This is an optimization exercise on Yosys and OpenROAD, whose aim is small area, not a production implementation. Only simulation tests tie the RTL to the original design; equivalence was not proved.

## run Y
==> flow/design.v (excerpt) <==
module decomp_unit (
  input  wire logic                  clk,
  input  wire logic                  arst_n,
  input  wire logic                  cfg_load,
  input  wire logic [CFG_W-1:0]      cfg,
  input  wire logic                  in_valid,
  input  wire logic                  in_last,
  input  wire logic [COEFF_W-1:0]    coeff,
  output logic                       out_valid,
  output logic                       out_last,
  output logic      [BUNDLE_W-1:0]   out,
  output logic                       cfg_busy,
  output logic                       cfg_reject
);
  logic [4:0]           tm1;
  logic [4:0]           tm1_n;
  logic [NUM_LANES-1:0] lane_en;
  logic [COEFF_W-1:0]   c_q;
  logic                 last_q;
  logic [31:0]          d0, d1;
  logic [20:0]          d2;
  logic [15:0]          d3;
  decomp_ctrl u_ctrl (
    .clk       (clk),
    .arst_n    (arst_n),
    .cfg_load  (cfg_load),
    .cfg       (cfg),
    .in_valid  (in_valid),
    .tm1       (tm1),
    .tm1_n     (tm1_n),
    .lane_en   (lane_en),
    .out_valid (out_valid),
    .cfg_busy  (cfg_busy),
    .cfg_reject(cfg_reject)
  );
  delay_line #(.WIDTH(COEFF_W), .CYCLES(DECOMP_LATENCY)) u_coeff_dly (
    .clk(clk), .d(coeff), .q(c_q)
  );
  delay_line #(.WIDTH(1), .CYCLES(DECOMP_LATENCY)) u_last_dly (
    .clk(clk), .d(in_last), .q(last_q)
  );
  always_comb begin
    for (int j = 0; j < 32; j++) begin
      d0[j] = c_q[j] & (5'(j) <= tm1);
    end
  end
  elem_decomp u_lanes (
    .c(c_q), .t(tm1), .tn(tm1_n), .en(lane_en[3:1]), .d1(d1), .d2(d2), .d3(d3));
  assign out_last = out_valid & last_q;
  assign out = {48'd0, d3, 43'd0, d2, 32'd0, d1, 32'd0, d0, lane_en & {NUM_LANES{out_valid}}};
endmodule
Size in the first run: ~340 flip-flops, about 340 I/O pins.
Settings: LEC_CHECK=0, CAP_MARGIN=20, CORE_MARGIN=2, CORE_UTILIZATION=50, GPL_TIMING_DRIVEN=0, SETUP_SLACK_MARGIN=0.1, SLEW_MARGIN=20; clock period 4.0 ns.
standard.sh (not shown) runs the stock make flow with config.mk's settings and CLKGATE_MAP_FILE= SYNTH_SCRIPT=/design/flow/synth_recipe.tcl, a recipe that flattens the netlist after the stock synthesis.
==> flow/flow/run.sh <==
#!/bin/bash
# Own layout flow: the standard synthesis and ORFS flow, with three changes:
#  - ports are buffered with sky130_fd_sc_hd__buf_1 instead of the delay buffer
#    buffer_ports picks by default,
#  - CTS uses clkbuf_8 with larger sink clusters and inserts no dummy clock loads,
#  - constant-0 output ports share tie cells in small groups of neighbouring pins
#    (flow/share_ties.tcl, run before global placement).
# Each tool's output goes to a log of its own in this folder; ORFS keeps its
# per-step logs under orfs/logs.
set -euo pipefail
here=$(pwd)
export PRE_GLOBAL_PLACE_TCL="$here/flow/share_ties.tcl"
export TIE_GROUP=${TIE_GROUP:-6}
export BUFFER_PORTS_ARGS="-buffer_cell sky130_fd_sc_hd__buf_1"
export CTS_ARGS="-sink_clustering_enable -repair_clock_nets -dont_use_dummy_load -buf_list sky130_fd_sc_hd__clkbuf_8 -sink_clustering_size 20 -sink_clustering_max_diameter 45"
bash standard.sh synth > "$here/synth.log" 2>&1
bash standard.sh > "$here/layout.log" 2>&1
==> flow/flow/share_ties.tcl <==
# Let neighbouring constant-0 output ports share one tie cell.
# Each such port is driven by a tie of its own after floorplan (through the
# buffer that synthesis put in front of each port); the buffers are removed
# first, as global placement would do anyway, then the ports are sorted along
# the die edge and each run of TIE_GROUP ports keeps only its first tie.
remove_buffers
set block [ord::get_db_block]
set die [$block getDieArea]
set W [$die dx]
set H [$die dy]
set cands {}
foreach inst [$block getInsts] {
  if {[[$inst getMaster] getName] ne "sky130_fd_sc_hd__conb_1"} { continue }
  set lo [$inst findITerm LO]
  set hi [$inst findITerm HI]
  if {$lo eq "NULL" || [$lo getNet] eq "NULL"} { continue }
  if {$hi ne "NULL" && [$hi getNet] ne "NULL"} { continue }
  set net [$lo getNet]
  set bts [$net getBTerms]
  if {[llength $bts] != 1 || [llength [$net getITerms]] != 1} { continue }
  set bt [lindex $bts 0]
  if {[$bt getIoType] ne "OUTPUT"} { continue }
  set bb [$bt getBBox]
  set x [expr {([$bb xMin] + [$bb xMax]) / 2}]
  set y [expr {([$bb yMin] + [$bb yMax]) / 2}]
  # position along the die edge, counter-clockwise from the lower left corner
  if {$y <= 0 + 2000} {
    set p $x
  } elseif {$x >= $W - 2000} {
    set p [expr {$W + $y}]
  } elseif {$y >= $H - 2000} {
    set p [expr {$W + $H + ($W - $x)}]
  } else {
    set p [expr {2 * $W + $H + ($H - $y)}]
  }
  lappend cands [list $p $inst $net $bt]
}
set cands [lsort -real -index 0 $cands]
set k 0
set keep ""
set shared 0
foreach c $cands {
  lassign $c p inst net bt
  if {$k % $::env(TIE_GROUP) == 0} {
    set keep $net
  } else {
    $bt disconnect
    $bt connect $keep
    odb::dbInst_destroy $inst
    odb::dbNet_destroy $net
    incr shared
  }
  incr k
}
puts "share_ties: [llength $cands] constant ports, $shared ties removed"
Run Y went all the way through synthesis, placement and routing and the layout is clean on timing, DRC and antenna.
What run X does differently from run Y at the input level:
diff --git a/flow/flow/share_ties.tcl b/flow/flow/share_ties.tcl
--- a/flow/flow/share_ties.tcl
+++ b/flow/flow/share_ties.tcl
@@ -3,4 +3,3 @@
-# buffer that synthesis put in front of each port); the buffers are removed
-# first, as global placement would do anyway, then the ports are sorted along
-# the die edge and each run of TIE_GROUP ports keeps only its first tie.
-remove_buffers
+# buffer that synthesis put in front of each port); those buffers are removed
+# first, then the ports are sorted along the die edge and each run of
+# TIE_GROUP ports keeps only its first tie.
@@ -7,0 +7,18 @@
+set tie_bufs {}
+foreach inst [$block getInsts] {
+  if {[[$inst getMaster] getName] ne "sky130_fd_sc_hd__conb_1"} { continue }
+  set lo [$inst findITerm LO]
+  if {$lo eq "NULL" || [$lo getNet] eq "NULL"} { continue }
+  foreach it [[$lo getNet] getITerms] {
+    set b [$it getInst]
+    if {$b eq $inst} { continue }
+    if {[string match "*__buf_*" [[$b getMaster] getName]]} {
+      set out [$b findITerm X]
+      if {$out ne "NULL" && [$out getNet] ne "NULL" && [llength [[$out getNet] getBTerms]] > 0} {
+        lappend tie_bufs [$b getName]
+      }
+    }
+  }
+}
+puts "tie buffers: [llength $tie_bufs]"
+if {[llength $tie_bufs]} { rsz::remove_buffers_cmd [get_cells $tie_bufs] }
### Flow results
Of run X and run Y, the run reporting the lower clock skew was run X. In run X the sequential share of layout area turned out 1.2 points lower than in run Y. Compared with run Y, in run X clock sink total saw little to no change, final number of hold-violating endpoints saw little to no change, number of placed instances with taps included saw an increase, area of combinational cells with multiple inputs saw an increase, minimum period implied by the final worst setup slack saw a decrease. sky130_fd_sc_hd__a22oi_1 as the slowest cell on the critical path was reported by run X, and sky130_fd_sc_hd__dfstp_4 by run Y.

## re-timing with driven ports
How much do the figures lean on ideal ports? The routed layouts below were timed once more, with nothing changed but the port constraints.
Step 1, drivers: a clkbuf_16 drives clk and a buf_2 each remaining input, both assumed.
Step 2 adds t to the input delays and takes it off the output delays; t is the mean of the earliest and latest rising clock arrival at the registers after step 1. Input paths then give back, and output paths get back, about the clock's delay inside the block.
Slacks: ideal ports / drivers / drivers and shift; pairs: ideal ports / drivers.
run | shift t [ns] | setup slack, ns | hold WS [ns]
run Y | 0.585 | 0.058 / 0.015 / 0.599 | 0.249 / 0.249 / 0.249
run X | 0.598 | 0.147 / 0.102 / 0.700 | 0.279 / 0.261 / 0.292
After both steps setup and hold are still met in every run listed.
